From an optimization exercise on the open Yosys and OpenROAD flow, aimed at small area, a short achievable clock period and few clock cycles per item; shortcuts taken in it are not production practice.
Only simulation tests tie the RTL to the original design; equivalence was not proved.

File: flow/config.mk
export PLATFORM = sky130hd
export DESIGN_NAME = timed_rgbw_light_interpolator_top
export DESIGN_NICKNAME = timed_rgbw_light_interpolator_top
export VERILOG_FILES = /design/flow/design.v
export SDC_FILE = /design/flow/constraint.sdc
export NUM_CORES = 4
export LEC_CHECK = 0
export CAP_MARGIN = 20
export CORE_MARGIN = 2
export CORE_UTILIZATION = 45
export PLACE_DENSITY = 0.6
export SLEW_MARGIN = 20
File: flow/constraint.sdc
create_clock -name core_clock -period 12.0 [get_ports {clk_i}]
set_input_delay 2.4000 -clock core_clock [delete_from_list [all_inputs] [get_ports {clk_i}]]
set_output_delay 2.4000 -clock core_clock [all_outputs]
set_load 0.01 [all_outputs]
File: flow/design.v
package trli_pkg;
  localparam int unsigned HOUR_W    = 5;
  localparam int unsigned MIN_W     = 6;
  localparam int unsigned LVL_W     = 8;
  localparam int unsigned NCH       = 4;
  localparam int unsigned HOURS_DAY = 24;
  localparam int unsigned NOON_HOUR = 12;
  localparam int unsigned LVL_MAX   = 255;
  localparam int unsigned MIN_PER_H = 60;
  localparam int unsigned SEC_PER_M = 60;
  localparam int unsigned QUO_W     = 9;
  localparam logic OP_LOAD = 1'b0;
  localparam logic OP_TICK = 1'b1;
  typedef struct packed {
    logic [HOUR_W-1:0] hour;
    logic [MIN_W-1:0]  minute;
  } hm_t;
  typedef struct packed {
    hm_t                       hm;
    logic [NCH-1:0][LVL_W-1:0] lvl;
  } entry_t;
  typedef enum logic [4:0] {
    ST_IDLE,
    ST_SCAN_RD,
    ST_SCAN_EV,
    ST_SCAN_END,
    ST_WALK_RD,
    ST_WALK_EV,
    ST_TP_BOTH,
    ST_ADV_CHK,
    ST_ADV_RD,
    ST_ADV_EV,
    ST_TP_NEXT,
    ST_PLV_RD,
    ST_PLV_EV,
    ST_NLV_RD,
    ST_NLV_EV,
    ST_ND,
    ST_MUL,
    ST_SUM,
    ST_DIV,
    ST_STORE,
    ST_DONE
  } state_e;
  typedef enum logic [2:0] {
    A_HOLD,
    A_ZERO,
    A_INC,
    A_NEXT_INC,
    A_PREV,
    A_NEXT
  } addr_sel_e;
  typedef struct packed {
    addr_sel_e addr_sel;
    logic      write_entry;
    logic      capture_now;
    logic      start_scan;
    logic      set_no_entries;
    logic      set_prev;
    logic      set_first;
    logic      set_next;
    logic      next_from_first;
    logic      prev_from_next;
    logic      tp_both;
    logic      adv;
    logic      tp_next;
    logic      load_plev;
    logic      load_nlev;
    logic      calc_nd;
    logic      ch_clr;
    logic      ch_inc;
    logic      mul;
    logic      sum;
    logic      div_step;
    logic      store;
    logic      out_load;
  } cmd_t;
  typedef struct packed {
    logic rescan_pending;
    logic no_entries;
    logic rd_valid;
    logic rd_later;
    logic rd_same_next;
    logic rd_last;
    logic adv_needed;
    logic div_done;
    logic ch_last;
    logic out_free;
  } status_t;
endpackage
module trli_ctrl (
  input  logic              clk_i,
  input  logic              rst_ni,
  input  logic              in_valid_i,
  input  logic              in_op_i,
  output logic              in_ready_o,
  input  trli_pkg::status_t status_i,
  output trli_pkg::cmd_t    cmd_o
);
  trli_pkg::state_e state_q, state_d;
  logic             have_prev_q, have_prev_d;
  always_ff @(posedge clk_i or negedge rst_ni) begin
    if (!rst_ni) begin
      state_q     <= trli_pkg::ST_IDLE;
      have_prev_q <= 1'b0;
    end else begin
      state_q     <= state_d;
      have_prev_q <= have_prev_d;
    end
  end
  assign in_ready_o = (state_q == trli_pkg::ST_IDLE);
  always_comb begin
    state_d = state_q;
    unique case (state_q)
      trli_pkg::ST_IDLE: begin
        if (in_valid_i && (in_op_i == trli_pkg::OP_TICK)) begin
          priority if (status_i.rescan_pending) state_d = trli_pkg::ST_SCAN_RD;
          else if (status_i.no_entries)         state_d = trli_pkg::ST_DONE;
          else                                  state_d = trli_pkg::ST_ADV_CHK;
        end
      end
      trli_pkg::ST_SCAN_RD: state_d = trli_pkg::ST_SCAN_EV;
      trli_pkg::ST_SCAN_EV: begin
        priority if (status_i.rd_valid && status_i.rd_later) begin
          state_d = have_prev_q ? trli_pkg::ST_TP_BOTH : trli_pkg::ST_WALK_RD;
        end else if (status_i.rd_last) begin
          state_d = trli_pkg::ST_SCAN_END;
        end else begin
          state_d = trli_pkg::ST_SCAN_RD;
        end
      end
      trli_pkg::ST_SCAN_END: begin
        state_d = have_prev_q ? trli_pkg::ST_TP_BOTH : trli_pkg::ST_DONE;
      end
      trli_pkg::ST_WALK_RD: state_d = trli_pkg::ST_WALK_EV;
      trli_pkg::ST_WALK_EV: begin
        if (status_i.rd_valid && status_i.rd_same_next) state_d = trli_pkg::ST_TP_BOTH;
        else                                            state_d = trli_pkg::ST_WALK_RD;
      end
      trli_pkg::ST_TP_BOTH: state_d = trli_pkg::ST_ADV_CHK;
      trli_pkg::ST_ADV_CHK: begin
        state_d = status_i.adv_needed ? trli_pkg::ST_ADV_RD : trli_pkg::ST_PLV_RD;
      end
      trli_pkg::ST_ADV_RD: state_d = trli_pkg::ST_ADV_EV;
      trli_pkg::ST_ADV_EV: begin
        state_d = status_i.rd_valid ? trli_pkg::ST_TP_NEXT : trli_pkg::ST_ADV_RD;
      end
      trli_pkg::ST_TP_NEXT: state_d = trli_pkg::ST_PLV_RD;
      trli_pkg::ST_PLV_RD:  state_d = trli_pkg::ST_PLV_EV;
      trli_pkg::ST_PLV_EV:  state_d = trli_pkg::ST_NLV_RD;
      trli_pkg::ST_NLV_RD:  state_d = trli_pkg::ST_NLV_EV;
      trli_pkg::ST_NLV_EV:  state_d = trli_pkg::ST_ND;
      trli_pkg::ST_ND:      state_d = trli_pkg::ST_MUL;
      trli_pkg::ST_MUL:     state_d = trli_pkg::ST_SUM;
      trli_pkg::ST_SUM:     state_d = trli_pkg::ST_DIV;
      trli_pkg::ST_DIV: begin
        if (status_i.div_done) state_d = trli_pkg::ST_STORE;
      end
      trli_pkg::ST_STORE: begin
        state_d = status_i.ch_last ? trli_pkg::ST_DONE : trli_pkg::ST_MUL;
      end
      trli_pkg::ST_DONE: begin
        if (status_i.out_free) state_d = trli_pkg::ST_IDLE;
      end
      default: state_d = trli_pkg::ST_IDLE;
    endcase
  end
  always_comb begin
    cmd_o       = '0;
    cmd_o.addr_sel = trli_pkg::A_HOLD;
    have_prev_d = have_prev_q;
    unique case (state_q)
      trli_pkg::ST_IDLE: begin
        if (in_valid_i) begin
          if (in_op_i == trli_pkg::OP_LOAD) begin
            cmd_o.write_entry = 1'b1;
          end else begin
            cmd_o.capture_now = 1'b1;
            if (status_i.rescan_pending) begin
              cmd_o.start_scan = 1'b1;
              cmd_o.addr_sel   = trli_pkg::A_ZERO;
              have_prev_d      = 1'b0;
            end
          end
        end
      end
      trli_pkg::ST_SCAN_EV: begin
        if (status_i.rd_valid && status_i.rd_later) begin
          cmd_o.set_next = 1'b1;
          if (!have_prev_q) cmd_o.addr_sel = trli_pkg::A_INC;
        end else begin
          if (status_i.rd_valid) begin
            cmd_o.set_prev  = 1'b1;
            cmd_o.set_first = !have_prev_q;
            have_prev_d     = 1'b1;
          end
          if (!status_i.rd_last) cmd_o.addr_sel = trli_pkg::A_INC;
        end
      end
      trli_pkg::ST_SCAN_END: begin
        if (have_prev_q) cmd_o.next_from_first = 1'b1;
        else             cmd_o.set_no_entries  = 1'b1;
      end
      trli_pkg::ST_WALK_EV: begin
        if (status_i.rd_valid && status_i.rd_same_next) begin
          cmd_o.prev_from_next = !have_prev_q;
        end else begin
          if (status_i.rd_valid) begin
            cmd_o.set_prev = 1'b1;
            have_prev_d    = 1'b1;
          end
          cmd_o.addr_sel = trli_pkg::A_INC;
        end
      end
      trli_pkg::ST_TP_BOTH: cmd_o.tp_both = 1'b1;
      trli_pkg::ST_ADV_CHK: begin
        if (status_i.adv_needed) begin
          cmd_o.adv      = 1'b1;
          cmd_o.addr_sel = trli_pkg::A_NEXT_INC;
        end else begin
          cmd_o.addr_sel = trli_pkg::A_PREV;
        end
      end
      trli_pkg::ST_ADV_EV: begin
        if (status_i.rd_valid) cmd_o.set_next = 1'b1;
        else                   cmd_o.addr_sel = trli_pkg::A_INC;
      end
      trli_pkg::ST_TP_NEXT: begin
        cmd_o.tp_next  = 1'b1;
        cmd_o.addr_sel = trli_pkg::A_PREV;
      end
      trli_pkg::ST_PLV_EV: begin
        cmd_o.load_plev = 1'b1;
        cmd_o.addr_sel  = trli_pkg::A_NEXT;
      end
      trli_pkg::ST_NLV_EV: cmd_o.load_nlev = 1'b1;
      trli_pkg::ST_ND: begin
        cmd_o.calc_nd = 1'b1;
        cmd_o.ch_clr  = 1'b1;
      end
      trli_pkg::ST_MUL:  cmd_o.mul = 1'b1;
      trli_pkg::ST_SUM:  cmd_o.sum = 1'b1;
      trli_pkg::ST_DIV:  cmd_o.div_step = 1'b1;
      trli_pkg::ST_STORE: begin
        cmd_o.store  = 1'b1;
        cmd_o.ch_inc = !status_i.ch_last;
      end
      trli_pkg::ST_DONE: cmd_o.out_load = status_i.out_free;
      default: ;
    endcase
  end
endmodule
module trli_datapath #(
  parameter int unsigned SLOTS = 16
) (
  input  logic              clk_i,
  input  logic              rst_ni,
  input  trli_pkg::cmd_t    cmd_i,
  output trli_pkg::status_t status_o,
  input  logic [3:0]        entry_index_i,
  input  logic              entry_valid_i,
  input  logic [4:0]        entry_hour_i,
  input  logic [5:0]        entry_minute_i,
  input  logic [7:0]        entry_red_i,
  input  logic [7:0]        entry_green_i,
  input  logic [7:0]        entry_blue_i,
  input  logic [7:0]        entry_white_i,
  input  logic [31:0]       now_unix_i,
  input  logic [4:0]        now_hour_i,
  input  logic [5:0]        now_minute_i,
  input  logic              out_ready_i,
  output logic              out_valid_o,
  output logic              active_o,
  output logic [7:0]        level_red_o,
  output logic [7:0]        level_green_o,
  output logic [7:0]        level_blue_o,
  output logic [7:0]        level_white_o
);
  localparam int unsigned IW = (SLOTS > 1) ? $clog2(SLOTS) : 1;
  localparam int unsigned LW = trli_pkg::LVL_W;
  localparam int unsigned NC = trli_pkg::NCH;
  function automatic logic [IW-1:0] slot_inc(input logic [IW-1:0] a);
    slot_inc = (a == IW'(SLOTS - 1)) ? '0 : a + 1'b1;
  endfunction
  function automatic logic [31:0] tp_offset(input trli_pkg::hm_t e, input trli_pkg::hm_t n,
                                            input logic after);
    logic signed [7:0]  dh;
    logic signed [7:0]  dm;
    logic signed [31:0] t;
    dh = $signed(8'(e.hour)) - $signed(8'(n.hour));
    dm = $signed(8'(e.minute)) - $signed(8'(n.minute));
    if (after) begin
      if (dh < 0 || (dh == 0 && dm < 0)) dh = dh + 8'(trli_pkg::HOURS_DAY);
    end else begin
      if (dh > 0 || (dh == 0 && dm > 0)) dh = dh - 8'(trli_pkg::HOURS_DAY);
    end
    t = (32'(dh) * 32'sd60 + 32'(dm)) * 32'sd60;
    tp_offset = t;
  endfunction
  logic [trli_pkg::HOUR_W+trli_pkg::MIN_W+trli_pkg::NCH*trli_pkg::LVL_W-1:0] mem_q [SLOTS];
  trli_pkg::entry_t rd_mem_q, rd_ent, wr_ent;
  logic [SLOTS-1:0] valid_q, written_q;
  logic [IW-1:0]    addr_q, addr_d, rd_slot_q, wr_addr;
  logic             rd_wr_q, rd_valid_q, wr_en;
  logic [31:0]      now_unix_q;
  trli_pkg::hm_t    now_hm_q, prev_hm_q, next_hm_q, first_hm_q;
  logic [IW-1:0]    prev_slot_q, next_slot_q, first_slot_q;
  logic [31:0]      prev_tp_q, next_tp_q;
  logic             pending_q, no_entries_q;
  logic [NC-1:0][LW-1:0] plev_q, nlev_q, res_q, out_lvl_q;
  logic [31:0]      num_q, den_q, nd_den, nd_num;
  logic [1:0]       ch_q;
  logic [39:0]      m1_q, m2_q;
  logic [41:0]      rem_q, dsh_q;
  logic [trli_pkg::QUO_W-1:0] quo_q;
  logic [3:0]       cnt_q;
  logic             out_valid_q, out_active_q;
  assign wr_addr = IW'((IW + 4)'(entry_index_i));
  assign wr_en   = cmd_i.write_entry && ((IW + 4)'(entry_index_i) < (IW + 4)'(SLOTS));
  always_comb begin
    wr_ent.hm.hour   = entry_hour_i;
    wr_ent.hm.minute = entry_minute_i;
    wr_ent.lvl       = {entry_white_i, entry_blue_i, entry_green_i, entry_red_i};
  end
  always_comb begin
    rd_ent = '0;
    if (rd_wr_q) begin
      rd_ent = rd_mem_q;
    end else if (rd_slot_q == IW'(1)) begin
      rd_ent.hm.hour = trli_pkg::HOUR_W'(trli_pkg::NOON_HOUR);
      rd_ent.lvl     = {NC{LW'(trli_pkg::LVL_MAX)}};
    end
  end
  always_comb begin
    unique case (cmd_i.addr_sel)
      trli_pkg::A_HOLD:     addr_d = addr_q;
      trli_pkg::A_ZERO:     addr_d = '0;
      trli_pkg::A_INC:      addr_d = slot_inc(addr_q);
      trli_pkg::A_NEXT_INC: addr_d = slot_inc(next_slot_q);
      trli_pkg::A_PREV:     addr_d = prev_slot_q;
      trli_pkg::A_NEXT:     addr_d = next_slot_q;
      default:              addr_d = addr_q;
    endcase
  end
  assign nd_den = next_tp_q - prev_tp_q;
  assign nd_num = now_unix_q - prev_tp_q;
  always_ff @(posedge clk_i) begin
    if (wr_en) mem_q[wr_addr] <= wr_ent;
    rd_mem_q  <= mem_q[addr_q];
    rd_slot_q <= addr_q;
  end
  always_ff @(posedge clk_i or negedge rst_ni) begin
    if (!rst_ni) begin
      valid_q      <= SLOTS'(2'b11);
      written_q    <= '0;
      addr_q       <= '0;
      rd_wr_q      <= 1'b0;
      rd_valid_q   <= 1'b0;
      prev_slot_q  <= '0;
      next_slot_q  <= '0;
      first_slot_q <= '0;
      prev_tp_q    <= '0;
      next_tp_q    <= '0;
      pending_q    <= 1'b1;
      no_entries_q <= 1'b0;
      ch_q         <= '0;
      cnt_q        <= '0;
      out_valid_q  <= 1'b0;
    end else begin
      addr_q     <= addr_d;
      rd_wr_q    <= written_q[addr_q];
      rd_valid_q <= valid_q[addr_q];
      if (wr_en) begin
        valid_q[wr_addr]   <= entry_valid_i;
        written_q[wr_addr] <= 1'b1;
        pending_q          <= 1'b1;
      end
      if (cmd_i.start_scan)     pending_q    <= 1'b0;
      if (cmd_i.set_no_entries) no_entries_q <= 1'b1;
      if (cmd_i.tp_both)        no_entries_q <= 1'b0;
      if (cmd_i.set_prev)       prev_slot_q  <= rd_slot_q;
      if (cmd_i.set_first)      first_slot_q <= rd_slot_q;
      if (cmd_i.set_next)       next_slot_q  <= rd_slot_q;
      if (cmd_i.next_from_first) next_slot_q <= first_slot_q;
      if (cmd_i.prev_from_next) prev_slot_q  <= next_slot_q;
      if (cmd_i.tp_both) begin
        next_tp_q <= now_unix_q + tp_offset(next_hm_q, now_hm_q, 1'b1);
        prev_tp_q <= now_unix_q + tp_offset(prev_hm_q, now_hm_q, 1'b0);
      end
      if (cmd_i.adv) begin
        prev_slot_q <= next_slot_q;
        prev_tp_q   <= next_tp_q;
      end
      if (cmd_i.tp_next) next_tp_q <= now_unix_q + tp_offset(next_hm_q, now_hm_q, 1'b1);
      if (cmd_i.ch_clr)  ch_q <= '0;
      if (cmd_i.ch_inc)  ch_q <= ch_q + 1'b1;
      if (cmd_i.sum)      cnt_q <= 4'(trli_pkg::QUO_W - 1);
      if (cmd_i.div_step) cnt_q <= cnt_q - 1'b1;
      if (cmd_i.out_load)    out_valid_q <= 1'b1;
      else if (out_ready_i)  out_valid_q <= 1'b0;
    end
  end
  always_ff @(posedge clk_i) begin
    if (cmd_i.capture_now) begin
      now_unix_q       <= now_unix_i;
      now_hm_q.hour    <= now_hour_i;
      now_hm_q.minute  <= now_minute_i;
    end
    if (cmd_i.set_prev)        prev_hm_q  <= rd_ent.hm;
    if (cmd_i.set_first)       first_hm_q <= rd_ent.hm;
    if (cmd_i.set_next)        next_hm_q  <= rd_ent.hm;
    if (cmd_i.next_from_first) next_hm_q  <= first_hm_q;
    if (cmd_i.prev_from_next)  prev_hm_q  <= next_hm_q;
    if (cmd_i.adv)             prev_hm_q  <= next_hm_q;
    if (cmd_i.load_plev)       plev_q     <= rd_ent.lvl;
    if (cmd_i.load_nlev)       nlev_q     <= rd_ent.lvl;
    if (cmd_i.calc_nd) begin
      den_q <= nd_den;
      num_q <= (nd_num > nd_den) ? nd_den : nd_num;
    end
    if (cmd_i.mul) begin
      m1_q <= 40'(plev_q[ch_q]) * 40'(den_q - num_q);
      m2_q <= 40'(nlev_q[ch_q]) * 40'(num_q);
    end
    if (cmd_i.sum) begin
      rem_q <= {41'(m1_q) + 41'(m2_q), 1'b0} + 42'(den_q);
      dsh_q <= 42'({den_q, 1'b0}) << (trli_pkg::QUO_W - 1);
      quo_q <= '0;
    end
    if (cmd_i.div_step) begin
      if (rem_q >= dsh_q) begin
        rem_q <= rem_q - dsh_q;
        quo_q <= {quo_q[trli_pkg::QUO_W-2:0], 1'b1};
      end else begin
        quo_q <= {quo_q[trli_pkg::QUO_W-2:0], 1'b0};
      end
      dsh_q <= dsh_q >> 1;
    end
    if (cmd_i.store) begin
      priority if (den_q == '0)
        res_q[ch_q] <= plev_q[ch_q];
      else if (quo_q > trli_pkg::QUO_W'(trli_pkg::LVL_MAX))
        res_q[ch_q] <= LW'(trli_pkg::LVL_MAX);
      else
        res_q[ch_q] <= quo_q[LW-1:0];
    end
    if (cmd_i.out_load) begin
      out_active_q <= !no_entries_q;
      out_lvl_q    <= no_entries_q ? '0 : res_q;
    end
  end
  always_comb begin
    status_o.rescan_pending = pending_q;
    status_o.no_entries     = no_entries_q;
    status_o.rd_valid       = rd_valid_q;
    status_o.rd_later       = (rd_ent.hm.hour != now_hm_q.hour) ?
                              (rd_ent.hm.hour > now_hm_q.hour) :
                              (rd_ent.hm.minute > now_hm_q.minute);
    status_o.rd_same_next   = (rd_ent.hm == next_hm_q);
    status_o.rd_last        = (rd_slot_q == IW'(SLOTS - 1));
    status_o.adv_needed     = (next_tp_q < now_unix_q);
    status_o.div_done       = (cnt_q == '0);
    status_o.ch_last        = (ch_q == 2'(NC - 1));
    status_o.out_free       = !out_valid_q || out_ready_i;
  end
  assign out_valid_o   = out_valid_q;
  assign active_o      = out_active_q;
  assign level_red_o   = out_lvl_q[0];
  assign level_green_o = out_lvl_q[1];
  assign level_blue_o  = out_lvl_q[2];
  assign level_white_o = out_lvl_q[3];
endmodule
module timed_rgbw_light_interpolator_top #(
  parameter int unsigned SLOTS = 16
) (
  input  logic        clk_i,
  input  logic        rst_ni,
  input  logic        in_valid_i,
  output logic        in_ready_o,
  input  logic        op_i,
  input  logic [3:0]  entry_index_i,
  input  logic        entry_valid_i,
  input  logic [4:0]  entry_hour_i,
  input  logic [5:0]  entry_minute_i,
  input  logic [7:0]  entry_red_i,
  input  logic [7:0]  entry_green_i,
  input  logic [7:0]  entry_blue_i,
  input  logic [7:0]  entry_white_i,
  input  logic [31:0] now_unix_i,
  input  logic [4:0]  now_hour_i,
  input  logic [5:0]  now_minute_i,
  output logic        out_valid_o,
  input  logic        out_ready_i,
  output logic        active_o,
  output logic [7:0]  level_red_o,
  output logic [7:0]  level_green_o,
  output logic [7:0]  level_blue_o,
  output logic [7:0]  level_white_o
);
  trli_pkg::cmd_t    cmd;
  trli_pkg::status_t status;
  trli_ctrl u_ctrl (
    .clk_i      (clk_i),
    .rst_ni     (rst_ni),
    .in_valid_i (in_valid_i),
    .in_op_i    (op_i),
    .in_ready_o (in_ready_o),
    .status_i   (status),
    .cmd_o      (cmd)
  );
  trli_datapath #(
    .SLOTS (SLOTS)
  ) u_datapath (
    .clk_i          (clk_i),
    .rst_ni         (rst_ni),
    .cmd_i          (cmd),
    .status_o       (status),
    .entry_index_i  (entry_index_i),
    .entry_valid_i  (entry_valid_i),
    .entry_hour_i   (entry_hour_i),
    .entry_minute_i (entry_minute_i),
    .entry_red_i    (entry_red_i),
    .entry_green_i  (entry_green_i),
    .entry_blue_i   (entry_blue_i),
    .entry_white_i  (entry_white_i),
    .now_unix_i     (now_unix_i),
    .now_hour_i     (now_hour_i),
    .now_minute_i   (now_minute_i),
    .out_ready_i    (out_ready_i),
    .out_valid_o    (out_valid_o),
    .active_o       (active_o),
    .level_red_o    (level_red_o),
    .level_green_o  (level_green_o),
    .level_blue_o   (level_blue_o),
    .level_white_o  (level_white_o)
  );
endmodule
File: flow/run.sh
#!/bin/bash
# synth_recipe.tcl (not shown) runs the flow's synth.tcl, then flattens the netlist and writes it again
# the make line also repeats each setting of config.mk as NAME=value (left out here)
make -C /OpenROAD-flow-scripts/flow DESIGN_CONFIG=/design/flow/config.mk WORK_HOME=/design/flow/orfs CLKGATE_MAP_FILE= SYNTH_SCRIPT=/design/flow/synth_recipe.tcl finish
==> notes.md <==
-- cells in the final DEF, fill, tap and decap left out, types with 124 or more instances in the layout --
| cell type | count |
|---|---|
| fa_1 | 466 |
| xor2_1 | 151 |
| nor2_1 | 388 |
| a21oi_1 | 398 |
| ha_1 | 628 |
| clkdlybuf4s50_1 | 129 |
| nand2_1 | 670 |
| inv_1 | 797 |
| and2_1 | 152 |
| mux2i_1 | 214 |
| o21ai_0 | 330 |
| clkbuf_16 | 150 |
| edfxtp_1 | 1087 |
| a21o_1 | 254 |
| buf_4 | 124 |
| xnor2_1 | 271 |
-- critical path: cells and delay by family (launching register included) --
| kind | cells | cell delay, ns |
|---|---|---|
| XOR/XNOR | 3 | 0.40 |
| buffers and inverters | 9 | 0.71 |
| AND/OR/NAND/NOR | 11 | 1.69 |
| flip-flops | 1 | 0.36 |
| adder cells (fa/ha/maj) | 12 | 4.42 |
| AO/OA/AOI/OAI | 21 | 3.65 |
-- final cells by class --
type | instances | area share, %
antenna | 7 | 0.0178
clock buffer | 190 | 4.09
clock inverter | 84 | 1.20
inverter | 801 | 3.06
multi-input combinational | 5475 | 47.7
sequential | 1305 | 38.3
tap | 2624 | 3.34
timing repair buffer | 254 | 2.27
-- Yosys cell counts (84+ instances only) --
master and instances:
edfxtp_1 1087, inv_1 798, nand2_1 672, ha_1 631, fa_1 466, a21oi_1 405, nor2_1 402, o21ai_0 341
xnor2_1 274, a21o_1 254, clkbuf_1 222, mux2i_1 215, and2_1 153, xor2_1 153, dfrtp_1 126, nor2b_1 116
nor3_1 107, nand2b_1 104, mux4_2 103, a221oi_1 102, dfxtp_1 89, nand3_1 84
-- flip-flops by register name, summed over array words and instances, names as in the netlist, 32 cells and up --
signal and flops:
u_datapath.out_lvl_q 32, u_datapath.dsh_q 41, u_datapath.num_q 32, u_datapath.now_unix_q 32
u_datapath.den_q 32, u_datapath.rem_q 42, u_datapath.prev_tp_q 32, u_datapath.nlev_q 32
u_datapath.m1_q 40, u_datapath.m2_q 40, u_datapath.plev_q 32, u_datapath.next_tp_q 32
u_datapath.rd_mem_q 43, u_datapath.res_q 32, u_datapath.mem_q 688
-- cells by family (layout without fill, tap and decap cells) --
group	after synthesis	count (layout)
other	0	7
multiplexers	376	376
AO/OA/AOI/OAI	1697	1697
buffers and inverters	1066	1329
XOR/XNOR	429	429
adder cells (fa/ha/maj)	1097	1097
flip-flops	1305	1305
AND/OR/NAND/NOR	1876	1876
-- timing repair --
item,CTS,global route
hold buffers,0,0
pin swaps,0,17
endpoints found under the setup margin,3,14
resized for setup,3,58
buffers inserted,0,7
-- worst paths after layout --
check / to / slack [ns] / from / depth (start not counted)
setup / recovery: u_datapath.prev_tp_q[31] / 0.60 / u_datapath.prev_hm_q[0] / 56
hold / removal: u_datapath.written_q[3] / 0.46 / u_datapath.written_q[3] / 1
setup reg to reg: u_datapath.prev_tp_q[31] / 0.60 / u_datapath.prev_hm_q[0] / 56
hold reg to reg: u_datapath.written_q[3] / 0.46 / u_datapath.written_q[3] / 1
max in group asynchronous: u_datapath.rd_wr_q / 8.69 / rst_ni / 3
min in group asynchronous: u_datapath.ch_q[1] / 1.43 / rst_ni / 1
-- metal layers --
metal	GRT usage (%)	up-vias	routed length [um]
met2	40.8	1529	118000
met1	31.5	30400	103000
met5	0	-	45
li1	-	28400	-
met4	8.34	6	7830
met3	2.91	359	11400
==> summary.md <==
- finished clean — outcome
- 45.3% — effective utilization at floorplan
- 447 um — overall die width
- 73 — largest net degree at the start of global routing
- 2 — yosys warns
- 60700 — detailed-route via count
- 170000 um — Post-DP HPWL
- flop — kind of capture point of the worst setup path
- 12.9% — area fraction in compound gates after synthesis
- 7846 — number of instances in the synthesized netlist
- 8.41% — share of cells above drive strength 1
- 13 — initial antenna violation count
- 149 — Inserted Clock Buffers
- 11.2 sq um — post-synthesis average cell area
- fa_1 — Slowest cell on crit path
- 0.84 ns — clock latency reported for the late side of the worst-skew pair
- 0.0652 ns — worst clock skew on the final layout
- 19.5% — Synth Area in Adders
- 37700 sq um — sequential cell area in the final layout
- 88200 sq um — Mapped Area
- 5.65 — post-DR vias/cell
- 0.938 — last weighted congestion value of the routability-driven placer
- 240000 um — total routed wirelength
- 0 ns — Setup Total Neg Slack
- 131 — IO Count
- 15.3% — Max-slew headroom
- flop to flop — type of the most critical hold path
- 366000 um — first-pass GRT wire length
- 61400 — via count of the first global-routing pass
- 0 — Final ANT Viol Nets
- 162 — placement row count
- 98400 sq um — post-route cell area
- 10500 — number of cells after detailed placement
- 11.40 ns — fin crit period
- 4.28% — synthesized-area fraction occupied by xor and xnor cells
- 1305 — flip-flop and latch count after synthesis
- 42.7% — register area share after synthesis
- 0 — gr ovfl total
- inv_1 — most frequent CP cell
- edfxtp_1 — area leader, netlist
- 9.89% — proportion of register bits with asynchronous set or reset after synthesis
- -0.0206 ns — worst slack at placement
- 0 — MaxCap Viol Count
- 0.459 ns — Worst Hold Slack
- 92800 sq um — cell area after placement
- flop — CP startpoint kind
- 1087 — number of enable flip-flop cells after synthesis
- 0 — Fin. Hold Viols
- 47000 sq um — multi-input logic area
- 10.2% — fraction of the mapped netlist area in simple logic gates
- 7 — largest fanout on the critical path
- 37.0% — area share of the leading cell type in the synthesized netlist
- adder cells — main combinational cell family by area after synthesis
- clkbuf_16 — Clock Tree Root
- 200000 sq um — DIE AREA
- 0.06 ns — Clock Pin Slew Worst Setup and Hold Paths
- edfxtp_1 — Most used DFF post-synth
- flop to flop — Setup Crit Path Kind
- 115 — number of distinct library cells after synthesis
- 50.5% — final core occ
- 9179 — final-stage net count
- 11.6% — Synth-to-Final Area Change
- 4586 — number of violations reported at the end of detailed-routing iteration 0
- yes — TritonCTS clock tree
- 447 um — Chip Height
- 3 — maximum count of clock buffers along a single path
- 12.65 ns — required time at the endpoint of the critical path
- 12.05 ns — worst endpoint data arrival time
- edfxtp_1 (37%), fa_1 (11%), ha_1 (9.0%) — main area contributors after synthesis
- 130 — IO buf count
- 0.52 ns — largest stage delay on the critical path
- 10700 — Cell Count, Final, Fillers Out
- 1305 — CTS Sinks
- 22.3 um — WL per Instance
- 1.26 ns — transition time at the pin with the least slew margin
- 8 — length of the first detailed-routing pass in iterations
- 17200 — number of fill cells
- 0 — total setup violations reported at the end of the flow
- 23.9% — GRT Util Overall
- 87.7 MHz — Fmax
- 5.81% — portion of netlist area occupied by mux cells
- 95.0% — portion of the clock cycle consumed by the worst path in the final layout
- 195000 sq um — placeable core region
- 0 — remaining design rule violation count
- 4 — number of levels in the clock H-tree
- 0 — final count of pins violating max slew
- 0.602 ns — final worst-path setup slack
- 9039 — Syn Nets
Testbench counts, summed over its fixed seeds: cycles 111,445, ticks 1,920.

[afterwards: timing with drivers on the ports]
In the flow no input, the clock included, has a driving cell. The finished layout below was timed again as built, in two steps.
Step 1, drivers: a clkbuf_16 drives clk_i and a buf_2 each remaining input, both assumed.
Step 2 times the ports against the registers' clock, not the clock port: input delays grow and output delays shrink by t, the midpoint of the rising clock arrivals with the driver on.
Slacks: ideal / step 1 / step 2; pairs: ideal / step 1.
shift t [ns]: 0.893
setup WS [ns]: 0.602 / 0.602 / 0.602
worst setup path after step 2: register to register
latest minus earliest clock arrival (ns): 0.065 / 0.065
worst slew at a driven data input, ns: 0.15
After both steps this run still meets setup and hold. For this run, drivers alone change the setup slack by 0.000 ns; drivers and shift together by 0.000 ns.
